Source: an optimization exercise on an open RTL-to-GDS flow (aim: small area). Production flows keep margins and buffers that such runs may drop.
The RTL was checked by simulation tests, not by an equivalence proof against the original design.
Power figures rest on the tool's default switching activity, not on a simulated workload.

### flow/design.v
package uart_cmd_pkg;
    localparam int CLK_FREQ     = 50_000_000;
    localparam int BAUD_RATE    = 3_125_000;
    localparam int CLKS_PER_BIT = CLK_FREQ / BAUD_RATE;     
    localparam int PAYLOAD_BITS = 8;
    localparam int ADDR_BITS    = 7;
    localparam int MEM_DEPTH    = 1 << ADDR_BITS;
    localparam int CLK_CNT_BITS = $clog2(CLKS_PER_BIT);
    localparam int BIT_CNT_BITS = $clog2(PAYLOAD_BITS);
    typedef logic [PAYLOAD_BITS-1:0] byte_t;
    typedef logic [ADDR_BITS-1:0]    addr_t;
    typedef enum logic {
        OP_READ  = 1'b0,
        OP_WRITE = 1'b1
    } opcode_e;
    typedef enum logic [2:0] {
        RX_IDLE, RX_START, RX_DATA, RX_PARITY, RX_STOP
    } rx_state_e;
    typedef enum logic [2:0] {
        TX_IDLE, TX_START, TX_DATA, TX_PARITY, TX_STOP
    } tx_state_e;
endpackage
`timescale 1ns/1ps
module uart_cmd_slave (
    input  logic clk,
    input  logic rst_n,
    input  logic rx,
    output logic tx
);
    localparam logic [3:0] RS_IDLE  = 4'd13;
    localparam logic [3:0] RS_START = 4'd8;
    localparam logic [3:0] RS_STOP  = 4'd14;
    logic [3:0] rs;
    logic [3:0] rclk;
    logic       byte_valid;
    logic [7:0] rx_byte;
    logic       r_tick;
    logic       r_last;
    assign r_tick = rclk == 4'd15;
    assign r_last = rs == 4'd0 && r_tick;      
    always_ff @(posedge clk or negedge rst_n) begin
        if (!rst_n) begin
            rs         <= RS_IDLE;
            rclk       <= '0;
            byte_valid <= 1'b0;
        end else begin
            byte_valid <= 1'b0;
            rclk       <= rclk + 1'b1;
            if (rs == RS_IDLE) begin
                rclk <= '0;
                if (!rx) rs <= RS_START;
            end else if (rs == RS_START) begin
                if (rclk == 4'd7) begin
                    rclk <= '0;
                    rs   <= rx ? RS_IDLE : 4'd7;
                end
            end else if (r_tick) begin
                rs <= rs - 1'b1;
                if (rs == RS_STOP) byte_valid <= 1'b1;
            end
        end
    end
    always_ff @(posedge clk) begin
        if (!rs[3] && r_tick) rx_byte <= {rx_byte[6:0], rx};
    end
    logic data_pending;
    logic rd_cmd;
    logic wr_cmd;
    logic rd_valid;
    always_ff @(posedge clk or negedge rst_n) begin
        if (!rst_n) begin
            data_pending <= 1'b0;
            rd_cmd       <= 1'b0;
            wr_cmd       <= 1'b0;
            rd_valid     <= 1'b0;
        end else begin
            rd_cmd   <= byte_valid && !data_pending && !rx_byte[7];
            wr_cmd   <= byte_valid && data_pending;
            rd_valid <= rd_cmd;
            if (byte_valid) data_pending <= !data_pending && rx_byte[7];
        end
    end
    logic [6:0] addr;
    always_ff @(posedge clk) begin
        if (r_last && !data_pending) addr <= {rx_byte[5:0], rx};
    end
    logic [6:0] ph;
    logic [6:0] naddr;
    logic       wp;           
    logic       m32, m64, m128;
    logic [1:0] sel32;
    logic       sel64;
    logic [7:0] cap;          
    logic       cap_en;
    assign naddr  = ~addr;
    assign m32    = ph[4:0] == naddr[4:0];
    assign m64    = m32 && ph[5] == naddr[5];
    assign m128   = m64 && ph[6] == naddr[6];
    assign sel32  = naddr[6:5] - ph[6:5];
    assign sel64  = naddr[6] ^ ph[6];
    assign cap_en = !wr_cmd && !wp;
    always_ff @(posedge clk) begin
        ph <= ph + 1'b1;
    end
    always_ff @(posedge clk) begin
        if (wr_cmd) wp <= 1'b1;
        else if (m128) wp <= 1'b0;
    end
    for (genvar k = 0; k < 8; k++) begin : g_ring
        logic [127:0] ring;
        logic         t;       
        logic         m;       
        logic         c;
        always_ff @(posedge clk) begin
            ring <= {ring[126:0], (wp && m128) ? cap[k] : ring[127]};
        end
        if (k == 7) begin : g_t4
            always_comb begin
                case (sel32)
                    2'd0:    t = ring[127];
                    2'd1:    t = ring[95];
                    2'd2:    t = ring[63];
                    default: t = ring[31];
                endcase
            end
            assign m = m32;
        end else if (k >= 3) begin : g_t2
            assign t = sel64 ? ring[63] : ring[127];
            assign m = m64;
        end else begin : g_t1
            assign t = ring[127];
            assign m = m128;
        end
        always_ff @(posedge clk) begin
            if (byte_valid && data_pending) c <= rx_byte[k];
            else if (cap_en && m) c <= t;
        end
        assign cap[k] = c;
    end
    localparam logic [3:0] TS_IDLE = 4'd12;
    logic [3:0] ts;
    logic [3:0] tclk;
    logic       t_end;
    logic       par;
    assign t_end = tclk == 4'd15;
    always_ff @(posedge clk or negedge rst_n) begin
        if (!rst_n) begin
            ts   <= TS_IDLE;
            tclk <= '0;
            tx   <= 1'b1;
        end else begin
            tclk <= tclk + 1'b1;
            if (ts == TS_IDLE) begin
                tclk <= '0;
                if (rd_valid) begin
                    tx <= 1'b0;
                    ts <= 4'd7;
                end
            end else if (t_end) begin
                ts <= ts - 1'b1;
                if (!ts[3])           tx <= cap[ts[2:0]];
                else if (ts == 4'd15) tx <= par;
                else                  tx <= 1'b1;
            end
        end
    end
    always_ff @(posedge clk) begin
        if (ts == TS_IDLE) par <= 1'b0;
        else if (t_end && !ts[3]) par <= par ^ cap[ts[2:0]];
    end
endmodule
### flow/flow/run.sh
#!/bin/bash
# Standard layout, with the clock tree built from clkbuf_8 buffers in clusters of at
# most 16 sinks and no dummy loads.
set -euo pipefail
bash standard.sh finish \
  "CTS_ARGS=-sink_clustering_enable -repair_clock_nets -dont_use_dummy_load -buf_list sky130_fd_sc_hd__clkbuf_8 -sink_clustering_size 16 -sink_clustering_max_diameter 50" \
  > make_finish.log 2>&1
### flow/standard.sh
#!/bin/bash
# synth_recipe.tcl (not shown) runs the flow's synth.tcl, then flattens the netlist and writes it again
# the make line also repeats each setting of config.mk as NAME=value (left out here)
make -C /OpenROAD-flow-scripts/flow DESIGN_CONFIG=/design/flow/config.mk WORK_HOME=/design/flow/orfs CLKGATE_MAP_FILE= SYNTH_SCRIPT=/design/flow/synth_recipe.tcl "${@:-finish}"
### flow/config.mk
export PLATFORM = sky130hd
export DESIGN_NAME = uart_cmd_slave
export DESIGN_NICKNAME = uart_cmd_slave
export VERILOG_FILES = /design/flow/design.v
export SDC_FILE = /design/flow/constraint.sdc
export NUM_CORES = 4
export LEC_CHECK = 0
export CAP_MARGIN = 20
export CORE_MARGIN = 2
export CORE_UTILIZATION = 40
export SLEW_MARGIN = 20
### flow/constraint.sdc
create_clock -name core_clock -period 20.0 [get_ports {clk}]
set_input_delay 4.0000 -clock core_clock [delete_from_list [all_inputs] [get_ports {clk}]]
set_output_delay 4.0000 -clock core_clock [all_outputs]
set_load 0.01 [all_outputs]
==> results of run 1 <==
==> logic make-up (layout without fill, tap and decap cells) <==
kind of cell               after synthesis  in the layout
AOI/OAI and AO/OA                       29             29
xor gates and xnor gates                17             17
adders and majority gates               10             10
buffers and inverters                   16             93
DFF                                   1078           1078
muxes                                   24             24
and+or+nand+nor                         64             64
==> through the flow <==
| stage | power, W | worst slack, ns | hold slack [ns] | cells |
|---|---|---|---|---|
| 2_1_floorplan | 0.00226 | 15.47 | 0.310 | 1238 |
| 3_3_place_gp | 0.00227 | 14.77 | 0.311 | 1998 |
| 3_5_place_dp | 0.00227 | 14.69 | 0.312 | 1998 |
| 6_report | 0.00317 | 14.16 | 0.264 | 2080 |
| 5_1_grt | 0.00331 | 14.05 | 0.263 | 2080 |
| 4_1_cts | 0.00322 | 14.05 | 0.259 | 2080 |
==> final timing paths <==
check | start | endpoint | slack (ns) | cells after the start
worst max-delay path | tx | tx | 14.16 | 1
worst min-delay path | g_ring[7].ring[0] | g_ring[7].ring[1] | 0.26 | 0
worst max register to register | rclk[0] | addr[2] | 17.68 | 5
worst min register to register | g_ring[7].ring[0] | g_ring[7].ring[1] | 0.26 | 0
max in group asynchronous | rst_n | tclk[0] | 16.25 | 1
min in group asynchronous | rst_n | byte_valid | 3.31 | 1
==> cell usage in the layout, fill, tap and decap left out, drive strengths merged, types with 2 or more instances in the layout <==
cell type and n:
a21oi 11, ha 10, dfxtp 1033, inv 8, and3 7, edfxtp 23
mux4 3, o21ai 7, xnor2 13, nor2 18, dfrtp 16, nand2 11
nand4 3, xor2 4, o41ai 2, and2 3, nand3 10, dfstp 6
mux2 12, nor4 2, clkdlybuf4s50 2, mux2i 9, nor3 3, clkbuf 82
==> power breakdown <==
part	leakage [nW]	switching, W	internal [W]	total (W)
sequential	8.78	0.0000131	0.00216	0.00218
clock	0.590	0.000580	0.000368	0.000948
combinational	0.513	0.0000274	0.0000208	0.0000482
total	9.89	0.000621	0.00255	0.00317
==> sequential cells by signal, summed over array words and instances (netlist names) <==
register      cells
wr_cmd            1
g_ring.c          8
g_ring.ring    1024
rx_byte           8
ts                4
rclk              4
rd_valid          1
ph                7
rs                4
data_pending      1
wp                1
rd_cmd            1
tx                1
tclk              4
byte_valid        1
addr              7
par               1
==> layout make-up <==
class                           instances  area [sq um]
Multi-Input combinational cell        144          1140
Inverter                                8          30.0
Tap cell                              765           957
Fill cell                            5040         32300
Sequential cell                      1078         21900
Timing Repair Buffer                    3          25.0
Clock buffer                           82          1130
==> routing by layer <==
| layer | GRT usage | vias up |
|---|---|---|
| met3 | 0.0279 | 71 |
| met5 | 0 | - |
| met2 | 0.103 | 106 |
| li1 | - | 4008 |
| met4 | 0.0438 | 0 |
| met1 | 0.125 | 3758 |
==> results.tsv, run 1 <==
stage	metric	value	unit
floorplan	core.rowCount	88	
sta	hold_violations	0	
flow_run	timing.max_cap.violations	0	
critical_path	crit_fanout	2	
critical_path	cp.arrival	1.84	ns
floorplan	ios	4	
critical_path	path_cells	clkdlybuf4s50_1	
clock_tree	clk_root_buf	clkbuf_8	
pwr	leakage	9.89	nW
routing	wire_per_inst	11.2	um
logic_synthesis	number_of_flops_mapped_to_enable_cells_by_yosys	23	
critical_path	cp.buffers_inverters	1	
sta	clock-skew-final	0.0863	ns
clock_tree	clock_insertion_delay_worst_skew	0.68	ns
routing	drc	0	
clock_tree	clock_slew_at_reported_path_ffs	0.09	ns
logic_synthesis	seq_area_frac_synth	0.947	
logic_synthesis	netlist_top_cells_area	dfxtp_1 (89%), edfxtp_1 (3.0%), dfrtp_1 (1.7%), dfstp_2 (0.68%), mux2_4 (0.58%)	
logic_synthesis	synth_flop_cell	dfxtp_1	
global_routing	grt_remaining_overflow	0	
critical_path	timing.setup.critical_path_class	flop to output pin	
clock_tree	post_cts.resized_instances	0	
clock_tree	cts_setup_buffers	0	
clock_tree	cts.sinks	1078	
clock_tree	max-clock-path-buffers	3	
routing	drt_iter0_drc	373	
routing	topRoutingLayerUsed	met4	
routing	drtPass1Iterations	4	
global_routing	pin_count_of_the_biggest_net_entering_global_routing	23	
sta	max_slew.worst_pin.slew	0.715	ns
run_status	run_status	finished clean	
clock_tree	h-tree-depth	3	
placement	place_hpwl	11.7	mm
finish	antennaDiodeCount	0	
critical_path	cpPeakStageDelay	0.63	ns
placement	numPortBuffers	3	
critical_path	critPathSlowestCell	clkdlybuf4s50_1	
logic_synthesis	syn_inst	1238	
logic_synthesis	yosysMostFrequentCell	dfxtp_1	
floorplan	fp.dieArea	59800	sq um
sta	slew_viol_final	0	
placement	dpl_cell_area	24100	sq um
sta	worst_slew_margin_rel	0.521	
routing	drt-vias-per-instance	3.82	
logic_synthesis	synthMuxAreaShare	0.0141	
logic_synthesis	synth-compound-area-share	0.00805	
logic_synthesis	netlist-cell-type-count	45	
finish	areaGrowthSynthToFinish	8.91	%
pwr	vdd_drop_max	82.3	uV
critical_path	crit_required	16.00	ns
sta	final.min_clock_period	5.84	ns
sta	finalCritPeriodShare	0.292	
placement	place_congestion	0.701	
logic_synthesis	synth-xor-area-share	0.00757	
sta	rsz_0062_raised_after_global_routing	false	
clock_tree	cts_hold_repair.buffers	0	
critical_path	worst_setup_path_start_kind	flop	
routing	routed-wl-met2	8.43	mm
logic_synthesis	main_combinational_cell_family_by_area_after_synthesis	simple AND/OR/NAND/NOR gates	
sta	maximum_clock_frequency	171	MHz
sta	setup_violations	0	
logic_synthesis	synthDominantCellAreaShare	0.893	
logic_synthesis	syn_area_per_cell	18.7	sq um
routing	drt.antenna.violating_nets	0	
floorplan	chipWidth	245	um
global_routing	global_route.usage.total	0.0832	
logic_synthesis	synth_async_sr_flop_share	0.0204	
routing	wl_met3	1.02	mm
floorplan	core_area	57500	sq um
pwr	power-per-cell-area	126	nW/um^2
logic_synthesis	synth.cells.most_frequent	dfxtp_1 (1,033), edfxtp_1 (23), nor2_1 (18)	
routing	route.layer.met1.wl	13.1	mm
finish	number_of_nets_in_the_final_layout	1330	
global_routing	antenna_found_initial	0	
global_routing	grt_first_pass_wirelength	40.4	mm
floorplan	fp.dieH	245	um
min_path	min_path_type	flop to flop	
logic_synthesis	synth-simple-area-share	0.0141	
global_routing	via_count_of_the_first_global_routing_pass	8198	
clock_tree	cts-buffers-inserted	82	
logic_synthesis	synth-seq-cells	1078	
routing	finalWirelength	23.4	mm
critical_path	end_kind	output pin	
finish	drive_above_1_share	0.0829	
logic_synthesis	synth.net_count	1251	
logic_synthesis	mappedNetlistArea	23100	sq um
critical_path	crit_family	buffers and inverters	
clock_tree	tritoncts_clock_tree	yes	
floorplan	start_util	0.403	
logic_synthesis	yosysTopAreaCell	dfxtp_1	
sta	fin_setup_tns	0	ns
finish	final_design_area_no_fill	25200	sq um
logic_synthesis	yosys.area_share.adder	0.00541	
finish	finalCoreUtilization	0.439	
routing	vias	7943	
logic_synthesis	yosys_warnings	1	
==> inputs of run 2 (changes only) <==
==> flow/run.sh (new file) <==
#!/bin/bash
# synth_recipe.tcl (not shown) runs the flow's synth.tcl, then flattens the netlist and writes it again
# the make line also repeats each setting of config.mk as NAME=value (left out here)
make -C /OpenROAD-flow-scripts/flow DESIGN_CONFIG=/design/flow/config.mk WORK_HOME=/design/flow/orfs CLKGATE_MAP_FILE= SYNTH_SCRIPT=/design/flow/synth_recipe.tcl finish
removed: flow/flow/run.sh
removed: flow/standard.sh
==> run 2 against run 1 <==
Compared with the run above: via count up 3.0%; critical path type unchanged; cell count grew 4.5%; largest cell class unchanged; fmax up 1.2%.
==> results.tsv, run 2 <==
stage	metric	value	unit	change
flow_run	timing.max_cap.violations	0		unchanged
sta	worst_slew_margin_rel	0.515		-0.00606
clock_tree	clock_slew_at_reported_path_ffs	0.06	ns	-0.03 ns
critical_path	timing.setup.critical_path_class	flop to output pin		
global_routing	via_count_of_the_first_global_routing_pass	8462		+3.2%
sta	rsz_0062_raised_after_global_routing	false		
placement	place_congestion	0.701		unchanged
logic_synthesis	synth_flop_cell	dfxtp_1		
logic_synthesis	mappedNetlistArea	23100	sq um	unchanged
logic_synthesis	synth.net_count	1251		unchanged
critical_path	cp.buffers_inverters	1		unchanged
pwr	power.share.sequential	0.535		-0.151
critical_path	crit_family	buffers and inverters		
sta	maximum_clock_frequency	173	MHz	+1.2%
floorplan	chipWidth	245	um	unchanged
pwr	power-per-cell-area	149	nW/um^2	+18%
routing	finalWirelength	24.5	mm	+4.7%
floorplan	ios	4		unchanged
critical_path	worst_r2r_startpoint	rclk[0]		
floorplan	core_area	57500	sq um	unchanged
placement	numPortBuffers	3		unchanged
clock_tree	max-clock-path-buffers	3		unchanged
global_routing	antenna_found_initial	0		unchanged
logic_synthesis	yosysTopAreaCell	dfxtp_1		
critical_path	rrSetupSlack	17.70	ns	+0.02 ns
clock_tree	cts-buffers-inserted	95		+16%
routing	drt.antenna.violating_nets	0		unchanged
sta	setup_slack_of_the_critical_path_after_layout	14.23	ns	+0.0715 ns
logic_synthesis	yosysMostFrequentCell	dfxtp_1		
pwr	power.combinational.fraction	0.012		-0.003
finish	largestRegisters	g_ring.ring x1024, g_ring.c x8, rx_byte x8		
sta	clock-skew-final	0.0161	ns	-0.0702 ns
min_path	min_path_type	flop to flop		
min_path	holdPathStages	0		unchanged
finish	number_of_nets_in_the_final_layout	1343		+0.98%
finish	areaGrowthSynthToFinish	18.4	%	
clock_tree	cts_hold_repair.buffers	0		unchanged
routing	drt_iter0_drc	410		+9.9%
pwr	total_net_switching_power	0.000784	W	+26%
floorplan	fp.dieH	245	um	unchanged
clock_tree	post_cts.resized_instances	0		unchanged
clock_tree	h-tree-depth	3		unchanged
critical_path	ff2ff_path_depth	5		unchanged
global_routing	pin_count_of_the_biggest_net_entering_global_routing	23		unchanged
floorplan	fp.dieArea	59800	sq um	unchanged
placement	place_ws	14.69	ns	unchanged
clock_tree	tritoncts_clock_tree	yes		
routing	drc	0		unchanged
critical_path	critPathSlowestCell	clkdlybuf4s50_1		
pwr	sw_frac_of_total	0.192		-0.00335
finish	fill_cells	4827		-4.2%
critical_path	cp.arrival	1.77	ns	-0.07 ns
sta	setup_violations	0		unchanged
sta	slew_viol_final	0		unchanged
logic_synthesis	number_of_flops_mapped_to_enable_cells_by_yosys	23		unchanged
sta	hold_violations	0		unchanged
finish	antennaDiodeCount	0		unchanged
floorplan	start_util	0.403		unchanged
floorplan	core.rowCount	88		unchanged
pwr	leakage	10.9	nW	+11%
critical_path	path_cells	clkdlybuf4s50_1		
routing	drtPass1Iterations	4		unchanged
finish	layout_common_cells	dfxtp_1 (1,033), clkbuf_16 (100), clkbuf_1 (25)		
critical_path	crit_fanout	2		unchanged
logic_synthesis	yosys_warnings	1		unchanged
logic_synthesis	seq_area_frac_synth	0.947		unchanged
clock_tree	cts_setup_buffers	0		unchanged
pwr	cell_internal_pwr	0.00329	W	+29%
pwr	vdd_drop_max	75.0	uV	-9.0%
sta	max_slew.worst_pin.slew	0.725	ns	+0.00906 ns
logic_synthesis	syn_inst	1238		unchanged
critical_path	crit_required	16.00	ns	about the same
critical_path	end_kind	output pin		
finish	finalCoreUtilization	0.477		+0.0382
routing	vias	8185		+3.0%
clock_tree	clk_root_buf	clkbuf_16		
global_routing	grt_first_pass_wirelength	42.3	mm	+4.7%
logic_synthesis	syn_area_per_cell	18.7	sq um	unchanged
clock_tree	cts.sinks	1078		unchanged
run_status	run_status	finished clean		
global_routing	grt_remaining_overflow	0		unchanged
finish	multi_input_comb_area	1140	sq um	unchanged
routing	wire_per_inst	11.3	um	+0.17%
sta	fin_setup_tns	0	ns	unchanged
finish	layout.cells.most_common	dfxtp_1		
logic_synthesis	synth.cells.most_frequent	dfxtp_1 (1,033), edfxtp_1 (23), nor2_1 (18)		
sta	final.min_clock_period	5.77	ns	-0.0715 ns
critical_path	critical_path_depth	1		unchanged
logic_synthesis	synthDominantCellAreaShare	0.893		unchanged
sta	fin_worst_hold_slack	0.314	ns	+0.0496 ns
logic_synthesis	synth_async_sr_flop_share	0.0204		unchanged
critical_path	worst_setup_path_start_kind	flop		
finish	ff_latch_area	21900	sq um	unchanged
logic_synthesis	netlist-cell-type-count	45		unchanged
finish	largest_register_ff_count	1024		unchanged
logic_synthesis	netlist_top_cells_area	dfxtp_1 (89%), edfxtp_1 (3.0%), dfrtp_1 (1.7%), dfstp_2 (0.68%), mux2_4 (0.58%)		
critical_path	cpPeakStageDelay	0.63	ns	about the same
clock_tree	clock_insertion_delay_worst_skew	0.63	ns	-0.05 ns
critical_path	crit_path_start	tx		
pwr	power_frac_clock	0.454		+0.155
min_path	timing.hold.worst.start	g_ring[4].ring[4]		
finish	registers.top_by_ff_count	g_ring.ring		
sta	finalCritPeriodShare	0.288		-0.00357
global_routing	global_route.usage.total	0.0872		+0.00408
logic_synthesis	synth-seq-cells	1078		unchanged
finish	drive_above_1_share	0.126		+0.0434
placement	place_hpwl	11.7	mm	unchanged
routing	drt-vias-per-instance	3.76		-1.4%
run 2: changes by cell type in the layout (fill, tap and decap cells not counted), sizes merged:
cell	change
inv	+4
clkbuf	+64
clkinv	+17
bufinv	+8
clkinvlp	+1
run 2: worst paths after layout:
check	to
setup / recovery	tx
hold / removal	g_ring[4].ring[5]
setup reg to reg	addr[6]
hold reg to reg	g_ring[4].ring[5]
max in group asynchronous	tx
min in group asynchronous	rs[1]
run 2: kinds of logic after synthesis:
logic type	count (synthesis)	share of synthesized area
mux	24	0.0141
compound gates	29	0.00805
fa+ha+maj	10	0.00541
buf+inv	16	0.00335
flops	1078	0.947
xor+xnor	17	0.00757
simple gates	64	0.0141
run 2: area by class of cell:
type,count,area share
Clock buffer,146,0.105
Clock inverter,30,0.0160
Inverter,8,0.00110
Multi-Input combinational cell,144,0.0416
Sequential cell,1078,0.800
Tap cell,765,0.0349
Timing Repair Buffer,3,0.000913
run 2: power groups by stage:
stage               Clock [W]  Combinational, W  Sequential [W]
finish                0.00185         0.0000483         0.00218
detailed placement          0         0.0000477         0.00223
CTS                   0.00190         0.0000482         0.00218
floorplan                   0         0.0000433         0.00222
global route          0.00199         0.0000544         0.00218
global placement            0         0.0000465         0.00223
run 2: metrics by stage:
stage	cell area [sq um]	total power (W)	instances
floorplan	23100	0.00226	1238
global placement	24100	0.00227	1998
detailed placement	24100	0.00227	1998
CTS	27400	0.00413	2174
global route	27400	0.00423	2174
finish	27400	0.00408	2174
run 2: layer usage:
| layer | vias up | global-route usage | part of all wire |
|---|---|---|---|
| li1 | 4129 | - | - |
| met1 | 3865 | 0.129 | 0.55 |
| met2 | 127 | 0.110 | 0.37 |
| met3 | 64 | 0.0333 | 0.049 |
| met4 | 0 | 0.0414 | 0.030 |
| met5 | - | 0 | 0 |
==> inputs of run 3 (changes only) <==
==> flow/flow/run.sh (new file) <==
#!/bin/bash
# Standard layout, with the clock tree built from clkbuf_8 buffers in clusters of at
# most 20 sinks and no dummy loads.
set -euo pipefail
bash standard.sh finish \
  "CTS_ARGS=-sink_clustering_enable -repair_clock_nets -dont_use_dummy_load -buf_list sky130_fd_sc_hd__clkbuf_8 -sink_clustering_size 20 -sink_clustering_max_diameter 60" \
  > make_finish.log 2>&1
==> flow/standard.sh (new file) <==
#!/bin/bash
# synth_recipe.tcl (not shown) runs the flow's synth.tcl, then flattens the netlist and writes it again
# the make line also repeats each setting of config.mk as NAME=value (left out here)
make -C /OpenROAD-flow-scripts/flow DESIGN_CONFIG=/design/flow/config.mk WORK_HOME=/design/flow/orfs CLKGATE_MAP_FILE= SYNTH_SCRIPT=/design/flow/synth_recipe.tcl "${@:-finish}"
removed: flow/run.sh
==> run 3 against run 2 <==
Compared with the run above: final area down 8.8%; sequential share of layout area up 7.7 points; sequential power about the same; via count down 4.4%; setup slack worse by 0.029 ns.
==> results.tsv, run 3 <==
stage	metric	value	unit	change
sta	rsz_0062_raised_after_global_routing	false		
clock_tree	clk_root_buf	clkbuf_8		
routing	drt_iter0_drc	357		-13%
min_path	min_path_type	flop to flop		
finish	number_of_nets_in_the_final_layout	1314		-2.2%
sta	setup_violations	0		unchanged
placement	place_ws	14.69	ns	unchanged
routing	drt.antenna.violating_nets	0		unchanged
floorplan	fp.dieH	245	um	unchanged
logic_synthesis	mappedNetlistArea	23100	sq um	unchanged
routing	drt-vias-per-instance	3.79		+0.65%
logic_synthesis	number_of_flops_mapped_to_enable_cells_by_yosys	23		unchanged
clock_tree	cts_hold_repair.buffers	0		unchanged
routing	drc	0		unchanged
flow_run	timing.max_cap.violations	0		unchanged
pwr	leakage	9.77	nW	-11%
finish	multi_input_comb_area	1140	sq um	unchanged
pwr	power-per-cell-area	124	nW/um^2	-17%
sta	slew_viol_final	0		unchanged
sta	max_slew.worst_pin.slew	0.711	ns	-0.0133 ns
sta	maximum_clock_frequency	173	MHz	-0.51%
global_routing	antenna_found_initial	1		+1
critical_path	worst_setup_path_start_kind	flop		
finish	largestRegisters	g_ring.ring x1024, g_ring.c x8, rx_byte x8		
finish	drive_above_1_share	0.0716		-0.0547
logic_synthesis	synth-seq-cells	1078		unchanged
global_routing	grt_first_pass_wirelength	39.9	mm	-5.6%
sta	fin_setup_tns	0	ns	unchanged
floorplan	start_util	0.403		unchanged
logic_synthesis	syn_area_per_cell	18.7	sq um	unchanged
finish	fill_cells	5067		+5.0%
floorplan	fp.dieArea	59800	sq um	unchanged
clock_tree	clock_insertion_delay_worst_skew	0.66	ns	+0.03 ns
floorplan	ios	4		unchanged
placement	numPortBuffers	3		unchanged
global_routing	via_count_of_the_first_global_routing_pass	7897		-6.7%
sta	worst_slew_margin_rel	0.524		+0.00889
clock_tree	post_cts.resized_instances	0		unchanged
sta	finalCritPeriodShare	0.290		+0.00147
logic_synthesis	seq_area_frac_synth	0.947		unchanged
logic_synthesis	synth.net_count	1251		unchanged
clock_tree	cts_setup_buffers	0		unchanged
run_status	run_status	finished clean		
routing	vias	7825		-4.4%
floorplan	core.rowCount	88		unchanged
logic_synthesis	syn_inst	1238		unchanged
sta	final.min_clock_period	5.80	ns	+0.0295 ns
critical_path	path_cells	clkdlybuf4s50_1		
floorplan	chipWidth	245	um	unchanged
clock_tree	clock_slew_at_reported_path_ffs	0.11	ns	+0.05 ns
logic_synthesis	yosys_warnings	1		unchanged
critical_path	cpPeakStageDelay	0.63	ns	about the same
finish	ff_latch_area	21900	sq um	unchanged
logic_synthesis	synth_flop_cell	dfxtp_1		
global_routing	global_route.usage.total	0.0826		-0.00466
critical_path	cp.arrival	1.80	ns	+0.03 ns
finish	layout.cells.most_common	dfxtp_1		
finish	registers.top_by_ff_count	g_ring.ring		
routing	finalWirelength	23.2	mm	-5.4%
finish	layout_common_cells	dfxtp_1 (1,033), clkbuf_8 (66), edfxtp_1 (23)		
logic_synthesis	synth.cells.most_frequent	dfxtp_1 (1,033), edfxtp_1 (23), nor2_1 (18)		
sta	clock-skew-final	0.0810	ns	+0.0650 ns
logic_synthesis	yosysMostFrequentCell	dfxtp_1		
placement	place_hpwl	11.7	mm	unchanged
logic_synthesis	netlist_top_cells_area	dfxtp_1 (89%), edfxtp_1 (3.0%), dfrtp_1 (1.7%), dfstp_2 (0.68%), mux2_4 (0.58%)		
clock_tree	tritoncts_clock_tree	yes		
critical_path	timing.setup.critical_path_class	flop to output pin		
floorplan	core_area	57500	sq um	unchanged
critical_path	cp.buffers_inverters	1		unchanged
critical_path	crit_fanout	2		unchanged
pwr	vdd_drop_max	75.4	uV	+0.55%
finish	largest_register_ff_count	1024		unchanged
logic_synthesis	synth_async_sr_flop_share	0.0204		unchanged
clock_tree	cts-buffers-inserted	66		-31%
clock_tree	max-clock-path-buffers	3		unchanged
critical_path	end_kind	output pin		
logic_synthesis	synthDominantCellAreaShare	0.893		unchanged
routing	drtPass1Iterations	4		unchanged
clock_tree	cts.sinks	1078		unchanged
critical_path	crit_required	16.00	ns	about the same
routing	wire_per_inst	11.2	um	-0.40%
finish	areaGrowthSynthToFinish	7.97	%	
sta	setup_slack_of_the_critical_path_after_layout	14.20	ns	-0.0295 ns
placement	place_congestion	0.701		unchanged
logic_synthesis	yosysTopAreaCell	dfxtp_1		
critical_path	crit_family	buffers and inverters		
global_routing	pin_count_of_the_biggest_net_entering_global_routing	23		unchanged
sta	hold_violations	0		unchanged
finish	final_cells	2065		-5.0%
clock_tree	h-tree-depth	3		unchanged
placement	post_placement_cell_count	1998		unchanged
critical_path	critPathSlowestCell	clkdlybuf4s50_1		
logic_synthesis	netlist-cell-type-count	45		unchanged
global_routing	grt_remaining_overflow	0		unchanged
[run 3: cell counts after synthesis]
No cell type changed its count.
[run 3: worst reg2reg max path, stage by stage, from the launching register on]
cell     delay, ns
dfrtp_1       0.38
ha_1          0.23
and2_1        0.23
nand2_1       0.09
nor2_1        0.56
and3_1        0.48
[run 3: cell families (layout without fill, tap and decap cells)]
group | Yosys count | count (layout) | synth area share
multiplexers | 24 | 24 | 0.0141
other | 0 | 1 | 0
AO/OA/AOI/OAI | 29 | 29 | 0.00805
AND/OR/NAND/NOR | 64 | 64 | 0.0141
buffers and inverters | 16 | 77 | 0.00335
XOR/XNOR | 17 | 17 | 0.00757
flip-flops | 1078 | 1078 | 0.947
adder cells (fa/ha/maj) | 10 | 10 | 0.00541
[run 3: cell type report]
| class | count | share of cell area |
|---|---|---|
| multi-input combinational | 144 | 0.0456 |
| tap | 765 | 0.0383 |
| sequential | 1078 | 0.877 |
| inverter | 8 | 0.00120 |
| timing repair buffer | 3 | 0.00100 |
| clock buffer | 66 | 0.0363 |
| antenna | 1 | 0.000100 |
[run 3: final timing paths]
path	from	to	slack (ns)	cells past startpoint
worst min register to register	g_ring[4].ring[105]	g_ring[4].ring[106]	0.26	0
max in group asynchronous	rst_n	ts[2]	16.23	1
worst min-delay path	g_ring[4].ring[105]	g_ring[4].ring[106]	0.26	0
min in group asynchronous	rst_n	wr_cmd	3.33	1
worst max-delay path	tx	tx	14.20	1
worst max register to register	rclk[0]	addr[0]	17.70	5
[run 3: per-layer routing]
| layer | global-route usage | part of all wire | wire, um |
|---|---|---|---|
| met1 | 0.126 | 0.57 | 13100 |
| met2 | 0.102 | 0.35 | 8160 |
| met3 | 0.0299 | 0.046 | 1080 |
| met4 | 0.0369 | 0.036 | 830 |
| met5 | 0 | 0 | 0 |
[run 3: power breakdown]
part,total [W],switching [W],internal [W]
Clock,0.000863,0.000564,0.000299
Sequential,0.00218,0.0000131,0.00217
Combinational,0.0000482,0.0000274,0.0000208
[run 3: metrics by stage]
step	hold WS (ns)	utilization	cell area, sq um	power (W)
3_3_place_gp	0.311	0.419	24100	0.00227
3_5_place_dp	0.312	0.419	24100	0.00227
5_1_grt	0.256	0.435	25000	0.00322
6_report	0.259	0.435	25000	0.00309
2_1_floorplan	0.310	-	23100	0.00226
4_1_cts	0.264	0.435	25000	0.00314
==> inputs of run 4 (changes only) <==
--- a/flow/design.v
+++ b/flow/design.v
@@ -47,15 +47,10 @@
             byte_valid <= 1'b0;
             rclk       <= rclk + 1'b1;
             if (rs == RS_IDLE) begin
-                rclk <= '0;
+                rclk <= 4'd8;
                 if (!rx) rs <= RS_START;
-            end else if (rs == RS_START) begin
-                if (rclk == 4'd7) begin
-                    rclk <= '0;
-                    rs   <= rx ? RS_IDLE : 4'd7;
-                end
             end else if (r_tick) begin
-                rs <= rs - 1'b1;
+                rs <= (rs == RS_START && rx) ? RS_IDLE : rs - 1'b1;
                 if (rs == RS_STOP) byte_valid <= 1'b1;
             end
         end
==> flow/flow/run.sh (replaced) <==
#!/bin/bash
# Standard layout, with the clock tree built from clkbuf_8 buffers in clusters of at
# most 20 sinks and no dummy loads; non-critical gates downsized after global routing.
set -euo pipefail
bash standard.sh finish \
  "CTS_ARGS=-sink_clustering_enable -repair_clock_nets -dont_use_dummy_load -buf_list sky130_fd_sc_hd__clkbuf_8 -sink_clustering_size 20 -sink_clustering_max_diameter 60" \
  RECOVER_POWER=100 \
  > make_finish.log 2>&1
==> run 4 against run 3 <==
Compared with the run above: area after synthesis fell by 0.51%; die area fell by 0.50%; still clean; first-iteration DRC count fell by 7.8%; via count fell by 1.6%.
==> results.tsv, run 4 <==
stage	metric	value	unit	change
clock_tree	cts-buffers-inserted	61		-7.6%
critical_path	rrSetupSlack	17.64	ns	-0.06 ns
placement	numPortBuffers	3		unchanged
logic_synthesis	syn_inst	1220		-1.5%
sta	max_slew.worst_pin.slew	1.31	ns	+0.603 ns
sta	rsz_0062_raised_after_global_routing	false		
logic_synthesis	syn_area_per_cell	18.9	sq um	+0.96%
finish	layout_common_cells	dfxtp_1 (1,033), clkbuf_8 (61), edfxtp_1 (23)		
global_routing	via_count_of_the_first_global_routing_pass	7651		-3.1%
routing	drt_iter0_drc	329		-7.8%
floorplan	start_util	0.407		+0.00412
routing	drtPass1Iterations	4		unchanged
routing	finalWirelength	22.7	mm	-1.9%
clock_tree	h-tree-depth	2		-1
logic_synthesis	yosys_warnings	1		unchanged
sta	fin_worst_hold_slack	0.300	ns	+0.0413 ns
logic_synthesis	synthDominantCellAreaShare	0.898		+0.00456
routing	wire_per_inst	11.2	um	-0.60%
floorplan	fp.dieArea	59500	sq um	-0.50%
logic_synthesis	netlist-cell-type-count	39		-13%
finish	drive_above_1_share	0.0577		-0.0139
floorplan	fp.dieH	244	um	-0.25%
routing	vias	7698		-1.6%
clock_tree	cts_setup_buffers	0		unchanged
routing	drt-vias-per-instance	3.78		-0.37%
floorplan	chipWidth	244	um	-0.25%
finish	number_of_nets_in_the_final_layout	1298		-1.2%
critical_path	crit_family	buffers and inverters		
global_routing	global_route.usage.total	0.0791		-0.00351
critical_path	end_kind	output pin		
finish	largest_register_ff_count	1024		unchanged
min_path	min_path_type	flop to flop		
global_routing	antenna_found_initial	0		-1
logic_synthesis	synth_flop_cell	dfxtp_1		
sta	fin_setup_tns	0	ns	unchanged
clock_tree	cts.sinks	1078		unchanged
global_routing	pin_count_of_the_biggest_net_entering_global_routing	23		unchanged
global_routing	grt_remaining_overflow	0		unchanged
critical_path	timing.setup.critical_path_class	flop to output pin		
finish	multi_input_comb_area	988	sq um	-13%
finish	layout.cells.most_common	dfxtp_1		
logic_synthesis	synth.net_count	1233		-1.4%
logic_synthesis	synth-seq-cells	1078		unchanged
finish	areaGrowthSynthToFinish	7.54	%	
finish	ff_latch_area	21900	sq um	unchanged
pwr	vdd_drop_max	71.9	uV	-4.6%
clock_tree	cts_hold_repair.buffers	0		unchanged
logic_synthesis	synth.cells.most_frequent	dfxtp_1 (1,033), edfxtp_1 (23), dfrtp_1 (16)		
finish	final_design_area_no_fill	24800	sq um	-0.91%
critical_path	cpPeakStageDelay	0.74	ns	+0.11 ns
critical_path	cp.arrival	1.93	ns	+0.13 ns
sta	finalCritPeriodShare	0.296		+0.00643
run_status	run_status	finished clean		
floorplan	core_area	56600	sq um	-1.5%
critical_path	critPathSlowestCell	dlygate4sd3_1		
sta	final.min_clock_period	5.93	ns	+0.129 ns
sta	clock-skew-final	0.0482	ns	-0.0329 ns
sta	worst_slew_margin_rel	0.124		-0.400
sta	hold_violations	0		unchanged
placement	place_hpwl	11.4	mm	-2.6%
clock_tree	tritoncts_clock_tree	yes		
logic_synthesis	number_of_flops_mapped_to_enable_cells_by_yosys	23		unchanged
logic_synthesis	seq_area_frac_synth	0.952		+0.00484
clock_tree	clk_root_buf	clkbuf_8		
sta	setup_violations	0		unchanged
clock_tree	clock_insertion_delay_worst_skew	0.69	ns	+0.03 ns
finish	antennaDiodeCount	0		-1
floorplan	core.rowCount	87		-1.1%
routing	drt.antenna.violating_nets	0		unchanged
clock_tree	clock_slew_at_reported_path_ffs	0.11	ns	about the same
critical_path	cp.buffers_inverters	1		unchanged
logic_synthesis	yosysMostFrequentCell	dfxtp_1		
placement	dpl_cell_area	24000	sq um	-0.41%
finish	largestRegisters	g_ring.ring x1024, g_ring.c x8, rx_byte x8		
global_routing	grt_first_pass_wirelength	38.5	mm	-3.5%
critical_path	path_cells	dlygate4sd3_1		
clock_tree	post_cts.resized_instances	0		unchanged
finish	fill_cells	4980		-1.7%
critical_path	worst_setup_path_start_kind	flop		
finish	registers.top_by_ff_count	g_ring.ring		
floorplan	ios	4		unchanged
pwr	leakage	9.72	nW	-0.49%
placement	place_congestion	0.696		-0.68%
critical_path	crit_required	16.00	ns	about the same
critical_path	crit_fanout	2		unchanged
flow_run	timing.max_cap.violations	0		unchanged
logic_synthesis	mappedNetlistArea	23000	sq um	-0.51%
clock_tree	max-clock-path-buffers	3		unchanged
logic_synthesis	netlist_top_cells_area	dfxtp_1 (90%), edfxtp_1 (3.0%), dfrtp_1 (1.7%), dfstp_2 (0.68%), mux2_4 (0.59%)		
logic_synthesis	yosysTopAreaCell	dfxtp_1		
routing	drc	0		unchanged
pwr	power-per-cell-area	121	nW/um^2	-2.4%
logic_synthesis	synth_async_sr_flop_share	0.0204		unchanged
sta	slew_viol_final	0		unchanged
sta	maximum_clock_frequency	169	MHz	-2.2%
-- run 4: cell families after synthesis --
group | Yosys count | share of synthesized area
xor gates and xnor gates | 16 | 0.00723
and+or+nand+nor | 60 | 0.0131
muxes | 24 | 0.0142
buffers and inverters | 11 | 0.00250
adders and majority gates | 10 | 0.00543
DFF | 1078 | 0.952
AOI/OAI and AO/OA | 21 | 0.00527
-- run 4: power by group --
part	switching [W]	total (W)	internal [W]
Combinational	0.00000183	0.00000265	0.000000825
Sequential	0.000000324	0.00215	0.00215
Clock	0.000557	0.000831	0.000274
Total	0.000559	0.00299	0.00243
-- run 4: layout make-up --
class / instances / share of cell area
Timing Repair Buffer: 4 / 0.00111
Clock buffer: 61 / 0.0339
Sequential cell: 1078 / 0.886
Tap cell: 756 / 0.0382
Inverter: 9 / 0.00136
Multi-Input combinational cell: 131 / 0.0399
-- run 4: path summary, 6_finish.rpt --
path                                     start  cells past startpoint             endpoint
max                                         tx                      1                   tx
min                        g_ring[1].ring[124]                      0  g_ring[1].ring[125]
max reg2reg                            addr[6]                      4          g_ring[7].c
min reg2reg                g_ring[1].ring[124]                      0  g_ring[1].ring[125]
max in group asynchronous                rst_n                      1                ts[0]
min in group asynchronous                rst_n                      1             rd_valid
-- run 4: metrics by stage --
stage	setup WS, ns	util	cells	total power (W)
3_3_place_gp	14.76	0.424	1978	0.00220
4_1_cts	14.05	0.439	2039	0.00303
5_1_grt	13.98	0.437	2039	0.00311
6_report	14.07	0.437	2039	0.00299
2_1_floorplan	15.47	-	1220	0.00220
3_5_place_dp	14.64	0.424	1978	0.00221
-- run 4: metal layers --
| metal | share of wire | routed length [um] | GRT usage |
|---|---|---|---|
| met5 | 0 | 0 | 0 |
| met4 | 0.034 | 779 | 0.0380 |
| met3 | 0.045 | 1010 | 0.0243 |
| met2 | 0.36 | 8160 | 0.0998 |
| met1 | 0.56 | 12800 | 0.121 |
==> inputs of run 5 (changes only) <==
==> flow/flow/run.sh (replaced) <==
#!/bin/bash
# Standard layout, with the clock tree built from clkbuf_8 buffers in clusters of at
# most 20 sinks and no dummy loads.
set -euo pipefail
bash standard.sh finish \
  "CTS_ARGS=-sink_clustering_enable -repair_clock_nets -dont_use_dummy_load -buf_list sky130_fd_sc_hd__clkbuf_8 -sink_clustering_size 20 -sink_clustering_max_diameter 60" \
  > make_finish.log 2>&1
==> run 5 against run 4 <==
Compared with the run above: utilization up 0.10 points; via count down 0.21%; die area unchanged; area after synthesis unchanged; synthesized cell count unchanged; clock-buffer cell count unchanged; critical path depth unchanged; clock power about the same.
==> results.tsv, run 5 <==
stage	metric	value	unit	change
finish	largestRegisters	g_ring.ring x1024, g_ring.c x8, rx_byte x8		
critical_path	rrSetupSlack	18.02	ns	+0.38 ns
logic_synthesis	netlist_top_cells_area	dfxtp_1 (90%), edfxtp_1 (3.0%), dfrtp_1 (1.7%), dfstp_2 (0.68%), mux2_4 (0.59%)		
logic_synthesis	number_of_flops_mapped_to_enable_cells_by_yosys	23		unchanged
clock_tree	h-tree-depth	2		unchanged
finish	layout_common_cells	dfxtp_1 (1,033), clkbuf_8 (61), edfxtp_1 (23)		
critical_path	crit_required	16.00	ns	about the same
floorplan	ios	4		unchanged
sta	worst_slew_margin_rel	0.554		+0.430
pwr	leakage	9.74	nW	+0.12%
sta	fin_worst_hold_slack	0.300	ns	-0.000330 ns
logic_synthesis	yosysMostFrequentCell	dfxtp_1		
logic_synthesis	synth-seq-cells	1078		unchanged
min_path	min_path_type	flop to flop		
logic_synthesis	syn_inst	1220		unchanged
logic_synthesis	synthDominantCellAreaShare	0.898		unchanged
clock_tree	clock_insertion_delay_worst_skew	0.69	ns	about the same
sta	setup_violations	0		unchanged
logic_synthesis	synth.net_count	1233		unchanged
critical_path	cp.arrival	1.86	ns	-0.07 ns
clock_tree	cts.sinks	1078		unchanged
routing	drt-vias-per-instance	3.77		-0.21%
logic_synthesis	synth_flop_cell	dfxtp_1		
logic_synthesis	yosysTopAreaCell	dfxtp_1		
flow_run	timing.max_cap.violations	0		unchanged
finish	largest_register_ff_count	1024		unchanged
global_routing	grt_remaining_overflow	0		unchanged
logic_synthesis	mappedNetlistArea	23000	sq um	unchanged
critical_path	crit_family	buffers and inverters		
clock_tree	tritoncts_clock_tree	yes		
pwr	vdd_drop_max	71.9	uV	about the same
critical_path	crit_fanout	2		unchanged
critical_path	worst_setup_path_start_kind	flop		
clock_tree	post_cts.resized_instances	0		unchanged
floorplan	fp.dieArea	59500	sq um	unchanged
routing	drtPass1Iterations	4		unchanged
sta	hold_violations	0		unchanged
sta	max_slew.worst_pin.slew	0.666	ns	-0.648 ns
sta	clock-skew-final	0.0468	ns	-0.00142 ns
critical_path	end_kind	output pin		
pwr	power-per-cell-area	120	nW/um^2	-0.26%
critical_path	critPathSlowestCell	clkdlybuf4s50_1		
routing	finalWirelength	22.7	mm	-0.10%
logic_synthesis	netlist-cell-type-count	39		unchanged
clock_tree	cts_setup_buffers	0		unchanged
clock_tree	cts_hold_repair.buffers	0		unchanged
critical_path	path_cells	clkdlybuf4s50_1		
clock_tree	clock_slew_at_reported_path_ffs	0.11	ns	about the same
placement	place_hpwl	11.4	mm	unchanged
sta	finalCritPeriodShare	0.293		-0.00349
sta	rsz_0062_raised_after_global_routing	false		
run_status	run_status	finished clean		
logic_synthesis	seq_area_frac_synth	0.952		unchanged
logic_synthesis	synth.cells.most_frequent	dfxtp_1 (1,033), edfxtp_1 (23), dfrtp_1 (16)		
routing	vias	7682		-0.21%
routing	wire_per_inst	11.1	um	-0.10%
clock_tree	max-clock-path-buffers	3		unchanged
floorplan	fp.dieH	244	um	unchanged
global_routing	global_route.usage.total	0.0791		unchanged
critical_path	timing.setup.critical_path_class	flop to output pin		
logic_synthesis	yosys_warnings	1		unchanged
placement	numPortBuffers	3		unchanged
finish	antennaDiodeCount	0		unchanged
global_routing	via_count_of_the_first_global_routing_pass	7651		unchanged
finish	layout.cells.most_common	dfxtp_1		
routing	drt.antenna.violating_nets	0		unchanged
floorplan	start_util	0.407		unchanged
routing	drt_iter0_drc	333		+1.2%
global_routing	pin_count_of_the_biggest_net_entering_global_routing	23		unchanged
finish	registers.top_by_ff_count	g_ring.ring		
clock_tree	clk_root_buf	clkbuf_8		
sta	final.min_clock_period	5.86	ns	-0.0697 ns
logic_synthesis	synth_async_sr_flop_share	0.0204		unchanged
global_routing	antenna_found_initial	0		unchanged
clock_tree	cts-buffers-inserted	61		unchanged
floorplan	core_area	56600	sq um	unchanged
floorplan	chipWidth	244	um	unchanged
sta	maximum_clock_frequency	171	MHz	+1.2%
critical_path	cp.buffers_inverters	1		unchanged
global_routing	grt_first_pass_wirelength	38.5	mm	unchanged
placement	place_congestion	0.696		unchanged
floorplan	core.rowCount	87		unchanged
routing	drc	0		unchanged
sta	fin_setup_tns	0	ns	unchanged
finish	areaGrowthSynthToFinish	7.79	%	
logic_synthesis	syn_area_per_cell	18.9	sq um	unchanged
finish	number_of_nets_in_the_final_layout	1298		unchanged
finish	drive_above_1_share	0.0686		+0.0109
critical_path	cpPeakStageDelay	0.67	ns	-0.07 ns
sta	slew_viol_final	0		unchanged
[run 5: area by class of cell]
cell class | count | area, sq um
inverter | 9 | 33.8
clock buffer | 61 | 840
multi-input combinational | 131 | 1040
timing repair buffer | 4 | 32.5
tap | 756 | 946
fill | 4964 | 31800
sequential | 1078 | 21900
[run 5: worst paths after layout]
path,endpoint,depth (start not counted),startpoint
min in group asynchronous,rd_valid,1,rst_n
max reg2reg,g_ring[7].c,4,ph[6]
min,g_ring[1].ring[125],0,g_ring[1].ring[124]
max in group asynchronous,tx,1,rst_n
min reg2reg,g_ring[1].ring[125],0,g_ring[1].ring[124]
max,tx,1,tx
[run 5: worst reg2reg max path, delay by kind of cell (launching register included)]
| family | cells | cell delay [ns] |
|---|---|---|
| muxes | 2 | 0.77 |
| DFF | 1 | 0.47 |
| xor gates and xnor gates | 2 | 0.54 |
[run 5: report_power, final]
part	internal, W	switching [W]	total, W
Combinational	0.000000900	0.00000182	0.00000272
Sequential	0.00215	0.000000323	0.00215
Clock	0.000274	0.000556	0.000830
[run 5: through the flow]
| step | worst slack (ns) | utilization | std cells | total power (W) | instance area, sq um |
|---|---|---|---|---|---|
| 6_report | 14.14 | 0.439 | 2039 | 0.00299 | 24800 |
| 5_1_grt | 14.05 | 0.439 | 2039 | 0.00311 | 24800 |
| 2_1_floorplan | 15.47 | - | 1220 | 0.00220 | 23000 |
| 3_5_place_dp | 14.64 | 0.424 | 1978 | 0.00221 | 24000 |
| 4_1_cts | 14.05 | 0.439 | 2039 | 0.00303 | 24800 |
| 3_3_place_gp | 14.76 | 0.424 | 1978 | 0.00220 | 24000 |
[run 5: layer usage]
layer | share of wire | GRT usage
met1 | 0.56 | 0.121
met4 | 0.034 | 0.0380
met3 | 0.046 | 0.0243
met2 | 0.36 | 0.0998
met5 | 0 | 0
[run 5: kinds of logic (layout without fill, tap and decap cells)]
group                      count (synthesis)  after routing  share of synthesized area
muxes                                     24             24                     0.0142
buffers and inverters                     11             74                    0.00250
DFF                                     1078           1078                      0.952
AOI/OAI and AO/OA                         21             21                    0.00527
adders and majority gates                 10             10                    0.00543
and+or+nand+nor                           60             60                     0.0131
xor gates and xnor gates                  16             16                    0.00723
==> inputs of run 6 (changes only) <==
==> flow/flow/run.sh (replaced) <==
#!/bin/bash
# Standard layout with three changes: combinational cells start at their
# smallest drive before repair_design (flow/downsize.tcl), the clock tree is
# built from clkbuf_8 buffers in clusters of at most 20 sinks with no dummy loads,
# and non-critical gates are downsized again after global routing.
set -euo pipefail
bash standard.sh finish \
  PRE_RESIZE_TCL=$PWD/flow/downsize.tcl \
  "CTS_ARGS=-sink_clustering_enable -repair_clock_nets -dont_use_dummy_load -buf_list sky130_fd_sc_hd__clkbuf_8 -sink_clustering_size 20 -sink_clustering_max_diameter 60" \
  RECOVER_POWER=100 \
  > make_finish.log 2>&1
==> flow/flow/downsize.tcl (new file) <==
# Swap every combinational cell for the smallest-area cell of the same
# function (same name stem, other drive strength). repair_design, which runs
# right after this, upsizes again wherever slew or capacitance needs it.
set dont_use_list [split $::env(DONT_USE_CELLS)]
set n_swapped 0
set saved 0.0
foreach inst [get_cells *] {
  set lc [get_lib_cells -of_objects $inst]
  if {$lc == "NULL" || $lc == ""} { continue }
  set name [get_name $lc]
  if {![regexp {^(sky130_fd_sc_hd__([a-z0-9]+))_([0-9]+)$} $name -> stem fn drv]} { continue }
  if {[regexp {^(df|edf|sdf|dl|sdl|conb|tap|fill|decap|clk|lpflow|diode|probe|bleeder)} $fn]} { continue }
  set best $lc
  set best_area [get_property $lc area]
  foreach cand [get_lib_cells ${stem}_*] {
    set cn [get_name $cand]
    if {![regexp "^${stem}_\[0-9\]+\$" $cn]} { continue }
    if {[lsearch -exact $dont_use_list $cn] >= 0} { continue }
    set a [get_property $cand area]
    if {$a < $best_area} {
      set best $cand
      set best_area $a
    }
  }
  if {$best != $lc} {
    set saved [expr {$saved + [get_property $lc area] - $best_area}]
    replace_cell $inst $best
    incr n_swapped
  }
}
puts "downsize: swapped $n_swapped cells, [format %.1f $saved] um2 less"
==> run 6 against run 5 <==
Compared with the run above: total power barely moved; still clean; first-iteration DRC count fell by 2.4%; critical path type unchanged; highest routed layer unchanged; register-to-register slack got worse by 0.37 ns; clock-buffer cell count did not move; worst hold slack got worse by 0.0049 ns.
==> results.tsv, run 6 <==
stage	metric	value	unit	change
global_routing	grt_remaining_overflow	0		unchanged
floorplan	chipWidth	244	um	unchanged
sta	final.min_clock_period	5.91	ns	+0.0575 ns
finish	registers.top_by_ff_count	g_ring.ring		
pwr	vdd_drop_max	72.1	uV	+0.19%
logic_synthesis	synthDominantCellAreaShare	0.898		unchanged
logic_synthesis	yosysMostFrequentCell	dfxtp_1		
floorplan	ios	4		unchanged
logic_synthesis	synth-seq-cells	1078		unchanged
logic_synthesis	syn_area_per_cell	18.9	sq um	unchanged
global_routing	antenna_found_initial	0		unchanged
clock_tree	cts_hold_repair.buffers	0		unchanged
logic_synthesis	number_of_flops_mapped_to_enable_cells_by_yosys	23		unchanged
critical_path	worst_setup_path_start_kind	flop		
placement	dpl_cell_area	23900	sq um	-0.29%
finish	finalCoreUtilization	0.437		-0.00124
floorplan	core_area	56600	sq um	unchanged
clock_tree	clk_root_buf	clkbuf_8		
routing	vias	7667		-0.20%
floorplan	core.rowCount	87		unchanged
routing	wire_per_inst	11.2	um	+0.52%
routing	drtPass1Iterations	4		unchanged
global_routing	global_route.usage.met1	0.121		+0.000364
logic_synthesis	yosys_warnings	1		unchanged
critical_path	crit_family	buffers and inverters		
finish	layout_common_cells	dfxtp_1 (1,033), clkbuf_8 (61), edfxtp_1 (23)		
finish	final_design_area_no_fill	24800	sq um	-0.28%
pwr	leakage	9.72	nW	-0.12%
placement	place_congestion	0.696		unchanged
placement	post_placement_cell_count	1978		unchanged
global_routing	global_route.usage.total	0.0793		+0.000272
global_routing	pin_count_of_the_biggest_net_entering_global_routing	23		unchanged
logic_synthesis	synth_flop_cell	dfxtp_1		
logic_synthesis	seq_area_frac_synth	0.952		unchanged
floorplan	start_util	0.407		unchanged
finish	final_cells	2039		unchanged
critical_path	cp.arrival	1.91	ns	+0.05 ns
clock_tree	cts_setup_buffers	0		unchanged
critical_path	end_kind	output pin		
sta	max_slew.worst_pin.slew	1.28	ns	+0.616 ns
sta	finalCritPeriodShare	0.296		+0.00288
critical_path	cpPeakStageDelay	0.73	ns	+0.06 ns
sta	clock-skew-final	0.0458	ns	-0.000906 ns
logic_synthesis	synth_async_sr_flop_share	0.0204		unchanged
clock_tree	clock_slew_at_reported_path_ffs	0.11	ns	about the same
finish	drive_above_1_share	0.0561		-0.0125
sta	rsz_0062_raised_after_global_routing	false		
critical_path	timing.setup.critical_path_class	flop to output pin		
finish	largest_register_ff_count	1024		unchanged
logic_synthesis	yosysTopAreaCell	dfxtp_1		
sta	setup_violations	0		unchanged
critical_path	crit_fanout	2		unchanged
sta	hold_violations	0		unchanged
finish	layout.cells.most_common	dfxtp_1		
clock_tree	post_cts.resized_instances	0		unchanged
logic_synthesis	syn_inst	1220		unchanged
min_path	min_path_type	flop to flop		
sta	worst_slew_margin_rel	0.145		-0.409
finish	fill_cells	4993		+0.58%
sta	slew_viol_final	0		unchanged
critical_path	path_cells	dlygate4sd3_1		
finish	areaGrowthSynthToFinish	7.49	%	
critical_path	crit_required	16.00	ns	about the same
sta	fin_setup_tns	0	ns	unchanged
floorplan	fp.dieArea	59500	sq um	unchanged
global_routing	globalRoute.busiestLayer	met1		
logic_synthesis	netlist_top_cells_area	dfxtp_1 (90%), edfxtp_1 (3.0%), dfrtp_1 (1.7%), dfstp_2 (0.68%), mux2_4 (0.59%)		
logic_synthesis	mappedNetlistArea	23000	sq um	unchanged
clock_tree	clock_insertion_delay_worst_skew	0.68	ns	about the same
routing	drc	0		unchanged
finish	largestRegisters	g_ring.ring x1024, g_ring.c x8, rx_byte x8		
routing	finalWirelength	22.8	mm	+0.52%
routing	drt_iter0_drc	325		-2.4%
clock_tree	cts-buffers-inserted	61		unchanged
floorplan	fp.dieH	244	um	unchanged
clock_tree	tritoncts_clock_tree	yes		
clock_tree	h-tree-depth	2		unchanged
pwr	power-per-cell-area	121	nW/um^2	+0.37%
run_status	run_status	finished clean		
clock_tree	max-clock-path-buffers	3		unchanged
sta	maximum_clock_frequency	169	MHz	-0.97%
global_routing	grt_first_pass_wirelength	38.7	mm	+0.43%
finish	number_of_nets_in_the_final_layout	1298		unchanged
critical_path	cp.buffers_inverters	1		unchanged
global_routing	via_count_of_the_first_global_routing_pass	7709		+0.76%
global_routing	grt_util_met2	0.102		+0.00175
finish	antennaDiodeCount	0		unchanged
critical_path	critPathSlowestCell	dlygate4sd3_1		
routing	drt.antenna.violating_nets	0		unchanged
clock_tree	cts.sinks	1078		unchanged
placement	place_hpwl	11.5	mm	+0.98%
routing	drt-vias-per-instance	3.76		-0.20%
flow_run	timing.max_cap.violations	0		unchanged
logic_synthesis	synth.net_count	1233		unchanged
global_routing	groute.layer.met3.usage	0.0259		+0.00165
placement	numPortBuffers	3		unchanged
logic_synthesis	synth.cells.most_frequent	dfxtp_1 (1,033), edfxtp_1 (23), dfrtp_1 (16)		
logic_synthesis	netlist-cell-type-count	39		unchanged
==> run 6: path summary, 6_finish.rpt <==
| kind | start | endpoint | slack [ns] | cells past startpoint |
|---|---|---|---|---|
| setup / recovery | tx | tx | 14.09 | 1 |
| hold / removal | g_ring[1].ring[123] | g_ring[1].ring[124] | 0.29 | 0 |
| setup reg to reg | addr[6] | g_ring[7].c | 17.65 | 4 |
| hold reg to reg | g_ring[1].ring[123] | g_ring[1].ring[124] | 0.29 | 0 |
| max in group asynchronous | rst_n | byte_valid | 15.64 | 1 |
| min in group asynchronous | rst_n | rd_cmd | 3.58 | 1 |
==> run 6: per-layer routing <==
layer  vias to the layer above  wire, um
met5                         -         0
li1                       3905         -
met2                        90      8220
met4                         0       731
met1                      3606     12700
met3                        66      1170
==> run 6: cell type report <==
cell class | instances | area (sq um) | share of cell area
sequential | 1078 | 21900 | 0.886
multi-input combinational | 131 | 977 | 0.0395
tap | 756 | 946 | 0.0382
clock buffer | 61 | 840 | 0.0339
inverter | 9 | 33.8 | 0.00136
timing repair buffer | 4 | 27.5 | 0.00111
==> run 6: stage by stage <==
step                      total power [W]  hold slack, ns  worst slack, ns
after floorplan                   0.00220           0.310            15.47
after global placement            0.00220           0.310            14.76
after detailed placement          0.00221           0.312            14.65
after CTS                         0.00303           0.296            14.06
after global routing              0.00311           0.290            13.96
final                             0.00299           0.295            14.09
==> run 6: where the power goes <==
part	internal, W	total (W)	switching [W]
Sequential	0.00215	0.00215	0.000000325
Combinational	0.000000818	0.00000263	0.00000182
Clock	0.000274	0.000833	0.000559
Total	0.00243	0.00299	0.000561
==> run 6: kinds of logic (layout without fill, tap and decap cells) <==
group                      after synthesis  after routing  share of synthesized area
AOI/OAI and AO/OA                       21             21                    0.00527
adders and majority gates               10             10                    0.00543
xor gates and xnor gates                16             16                    0.00723
muxes                                   24             24                     0.0142
DFF                                   1078           1078                      0.952
buffers and inverters                   11             74                    0.00250
and+or+nand+nor                         60             60                     0.0131
==> inputs of run 7 (changes only) <==
==> flow/flow/run.sh (replaced) <==
#!/bin/bash
# Standard layout with three changes: combinational cells start at their
# smallest drive before repair_design (flow/downsize.tcl), the clock tree is
# built from clkbuf_8 buffers in clusters of at most 23 sinks with no dummy loads,
# and non-critical gates are downsized again after global routing.
set -euo pipefail
bash standard.sh finish \
  PRE_RESIZE_TCL=$PWD/flow/downsize.tcl \
  "CTS_ARGS=-sink_clustering_enable -repair_clock_nets -dont_use_dummy_load -buf_list sky130_fd_sc_hd__clkbuf_8 -sink_clustering_size 23 -sink_clustering_max_diameter 60" \
  RECOVER_POWER=100 \
  > make_finish.log 2>&1
==> run 7 against run 6 <==
Compared with the run above: total power decreased by 0.99%; worst hold slack lost 0.021 ns; die area stayed put; highest routed layer unchanged; non-clock buffer count is the same; critical endpoint unchanged; fmax is 0.44% lower.
==> results.tsv, run 7 <==
stage	metric	value	unit	change
run_status	run_status	finished clean		
clock_tree	cts-buffers-inserted	55		-9.8%
floorplan	fp.dieH	244	um	unchanged
floorplan	fp.dieArea	59500	sq um	unchanged
pwr	power-per-cell-area	120	nW/um^2	-0.66%
flow_run	timing.max_cap.violations	0		unchanged
sta	fin_setup_tns	0	ns	unchanged
finish	largest_register_ff_count	1024		unchanged
routing	wire_per_inst	11.2	um	+0.27%
finish	fill_cells	4983		-0.20%
finish	multi_input_comb_area	977	sq um	unchanged
sta	rsz_0062_raised_after_global_routing	false		
routing	drc	0		unchanged
clock_tree	h-tree-depth	2		unchanged
finish	layout.cells.most_common	dfxtp_1		
floorplan	ios	4		unchanged
pwr	total_net_switching_power	0.000556	W	-0.93%
global_routing	grt_remaining_overflow	0		unchanged
logic_synthesis	synth-compound-area-share	0.00527		unchanged
placement	place_hpwl	11.5	mm	unchanged
floorplan	core.rowCount	87		unchanged
sta	worst_slew_margin_rel	0.134		-0.0111
critical_path	cpPeakStageDelay	0.73	ns	about the same
routing	drt.antenna.violating_nets	0		unchanged
sta	finalCritPeriodShare	0.297		+0.00129
sta	maximum_clock_frequency	168	MHz	-0.44%
logic_synthesis	yosys.area_share.adder	0.00543		unchanged
sta	clock-skew-final	0.0471	ns	+0.00124 ns
finish	final_design_area_no_fill	24700	sq um	-0.33%
finish	final_cells	2033		-0.29%
routing	drt_iter0_drc	363		+12%
critical_path	critPathSlowestCell	dlygate4sd3_1		
critical_path	crit_required	16.00	ns	about the same
critical_path	cp.buffers_inverters	1		unchanged
critical_path	end_kind	output pin		
pwr	power.combinational.fraction	0.001		about the same
pwr	vdd_drop_max	66.3	uV	-7.9%
global_routing	grt_first_pass_wirelength	38.6	mm	-0.20%
clock_tree	clock_insertion_delay_worst_skew	0.65	ns	-0.03 ns
placement	numPortBuffers	3		unchanged
clock_tree	cts_setup_buffers	0		unchanged
routing	vias	7637		-0.39%
logic_synthesis	synth-seq-cells	1078		unchanged
logic_synthesis	syn_area_per_cell	18.9	sq um	unchanged
pwr	power.share.sequential	0.728		+0.008
finish	drive_above_1_share	0.0517		-0.00443
sta	hold_violations	0		unchanged
sta	setup_slack_of_the_critical_path_after_layout	14.06	ns	-0.0258 ns
global_routing	global_route.usage.total	0.0794		about the same
clock_tree	clk_root_buf	clkbuf_8		
floorplan	start_util	0.407		unchanged
finish	largestRegisters	g_ring.ring x1024, g_ring.c x8, rx_byte x8		
logic_synthesis	netlist_top_cells_area	dfxtp_1 (90%), edfxtp_1 (3.0%), dfrtp_1 (1.7%), dfstp_2 (0.68%), mux2_4 (0.59%)		
logic_synthesis	synth_flop_cell	dfxtp_1		
finish	finalCoreUtilization	0.436		-0.00146
finish	areaGrowthSynthToFinish	7.13	%	
global_routing	pin_count_of_the_biggest_net_entering_global_routing	24		+4.3%
finish	layout_common_cells	dfxtp_1 (1,033), clkbuf_8 (55), edfxtp_1 (23)		
finish	number_of_nets_in_the_final_layout	1292		-0.46%
critical_path	crit_fanout	2		unchanged
floorplan	chipWidth	244	um	unchanged
floorplan	core_area	56600	sq um	unchanged
critical_path	timing.setup.critical_path_class	flop to output pin		
logic_synthesis	main_combinational_cell_family_by_area_after_synthesis	multiplexers		
logic_synthesis	synth-xor-area-share	0.00723		unchanged
logic_synthesis	yosys_warnings	1		unchanged
placement	post_placement_cell_count	1978		unchanged
global_routing	antenna_found_initial	0		unchanged
clock_tree	cts.sinks	1078		unchanged
critical_path	crit_family	buffers and inverters		
logic_synthesis	synth.cells.most_frequent	dfxtp_1 (1,033), edfxtp_1 (23), dfrtp_1 (16)		
pwr	sw_frac_of_total	0.188		about the same
logic_synthesis	synth-simple-area-share	0.0131		unchanged
pwr	leakage	9.68	nW	-0.43%
placement	place_congestion	0.696		unchanged
placement	dpl_cell_area	23900	sq um	unchanged
logic_synthesis	yosysMostFrequentCell	dfxtp_1		
sta	final.min_clock_period	5.94	ns	+0.0258 ns
logic_synthesis	seq_area_frac_synth	0.952		unchanged
logic_synthesis	synthDominantCellAreaShare	0.898		unchanged
pwr	cell_internal_pwr	0.00240	W	-1.0%
clock_tree	max-clock-path-buffers	3		unchanged
finish	ff_latch_area	21900	sq um	unchanged
logic_synthesis	synthMuxAreaShare	0.0142		unchanged
logic_synthesis	netlist-cell-type-count	39		unchanged
clock_tree	tritoncts_clock_tree	yes		
routing	drt-vias-per-instance	3.76		about the same
clock_tree	cts_hold_repair.buffers	0		unchanged
logic_synthesis	mappedNetlistArea	23000	sq um	unchanged
sta	max_slew.worst_pin.slew	1.30	ns	+0.0167 ns
logic_synthesis	number_of_flops_mapped_to_enable_cells_by_yosys	23		unchanged
logic_synthesis	syn_inst	1220		unchanged
clock_tree	clock_slew_at_reported_path_ffs	0.12	ns	about the same
critical_path	path_cells	dlygate4sd3_1		
sta	setup_violations	0		unchanged
pwr	power_frac_clock	0.271		-0.008
placement	place_ws	14.65	ns	unchanged
routing	finalWirelength	22.8	mm	about the same
logic_synthesis	yosysTopAreaCell	dfxtp_1		
logic_synthesis	synth.net_count	1233		unchanged
logic_synthesis	synth_async_sr_flop_share	0.0204		unchanged
global_routing	via_count_of_the_first_global_routing_pass	7692		-0.22%
finish	registers.top_by_ff_count	g_ring.ring		
clock_tree	post_cts.resized_instances	0		unchanged
min_path	min_path_type	flop to flop		
critical_path	cp.arrival	1.94	ns	+0.03 ns
sta	slew_viol_final	0		unchanged
routing	drtPass1Iterations	4		unchanged
finish	antennaDiodeCount	0		unchanged
critical_path	worst_setup_path_start_kind	flop		
[run 7: cell counts after synthesis]
Identical to the previous run, type by type.
[run 7: through the flow]
step	hold slack (ns)	power, W
2_1_floorplan	0.310	0.00220
3_3_place_gp	0.310	0.00220
3_5_place_dp	0.312	0.00221
4_1_cts	0.277	0.00301
5_1_grt	0.274	0.00308
6_report	0.274	0.00296
[run 7: kinds of logic after synthesis]
kind of cell,Yosys count
fa+ha+maj,10
buf+inv,11
simple gates,60
compound gates,21
flops,1078
xor+xnor,16
mux,24
[run 7: cell type report]
type | count | area share
multi-input cells | 131 | 0.0396
repair buffers | 4 | 0.00112
well taps | 756 | 0.0383
flip-flops and latches | 1078 | 0.889
inverters | 9 | 0.00137
clock buffers | 55 | 0.0307
[run 7: power by group through the flow]
| stage | Combinational, W | Sequential, W | Clock (W) |
|---|---|---|---|
| 6_report | 0.00000265 | 0.00215 | 0.000803 |
| 3_3_place_gp | 0.00000270 | 0.00220 | 0 |
| 5_1_grt | 0.00000310 | 0.00216 | 0.000925 |
| 3_5_place_dp | 0.00000292 | 0.00220 | 0 |
| 4_1_cts | 0.00000294 | 0.00215 | 0.000849 |
| 2_1_floorplan | 0.00000118 | 0.00220 | 0 |
[run 7: final timing paths]
path | from | end | slack [ns] | cells past startpoint
hold reg to reg | g_ring[3].ring[103] | g_ring[3].ring[104] | 0.27 | 0
setup / recovery | tx | tx | 14.06 | 1
setup reg to reg | addr[6] | g_ring[7].c | 17.63 | 4
min in group asynchronous | rst_n | data_pending | 3.58 | 1
max in group asynchronous | rst_n | tclk[0] | 15.63 | 1
hold / removal | g_ring[3].ring[103] | g_ring[3].ring[104] | 0.27 | 0
[run 7: per-layer routing]
| metal | track usage | vias up | wire length (um) |
|---|---|---|---|
| met5 | 0 | - | 0 |
| li1 | - | 3892 | - |
| met4 | 0.0360 | 0 | 708 |
| met1 | 0.120 | 3613 | 12700 |
| met2 | 0.102 | 81 | 8300 |
| met3 | 0.0245 | 51 | 1070 |

==> re-timing with driven ports <==
The flow's constraints put no driver on any port. The routed layouts listed below were extracted and timed again, unchanged, in two steps.
Step 1 assumes that a clkbuf_16 drives the clock port and a buf_2 every other input.
Step 2 adds t to the input delays and takes it off the output delays; t is the mean of the earliest and latest rising clock arrival at the registers after step 1. Input paths then give back, and output paths get back, about the clock's delay inside the block.
Three values: ideal, step 1, step 2; two values: the first two.
| run | shift t [ns] | slack for setup (ns) | worst hold slack (ns) | clock arrival spread, ns |
|---|---|---|---|---|
| run 1 | 0.665 | 14.161 / 14.112 / 14.777 | 0.264 / 0.264 / 0.264 | 0.123 / 0.123 |
| run 2 | 0.669 | 14.233 / 14.180 / 14.766 | 0.314 / 0.314 / 0.314 | 0.020 / 0.020 |
| run 3 | 0.659 | 14.203 / 14.154 / 14.773 | 0.259 / 0.259 / 0.259 | 0.105 / 0.105 |
| run 4 | 0.708 | 14.075 / 14.022 / 14.729 | 0.300 / 0.300 / 0.300 | 0.069 / 0.069 |
| run 5 | 0.707 | 14.145 / 14.092 / 14.798 | 0.300 / 0.300 / 0.300 | 0.067 / 0.067 |
| run 6 | 0.696 | 14.087 / 14.037 / 14.733 | 0.295 / 0.295 / 0.295 | 0.075 / 0.075 |
| run 7 | 0.693 | 14.061 / 14.012 / 14.705 | 0.274 / 0.274 / 0.274 | 0.079 / 0.080 |
After both steps every run listed still meets setup and hold.
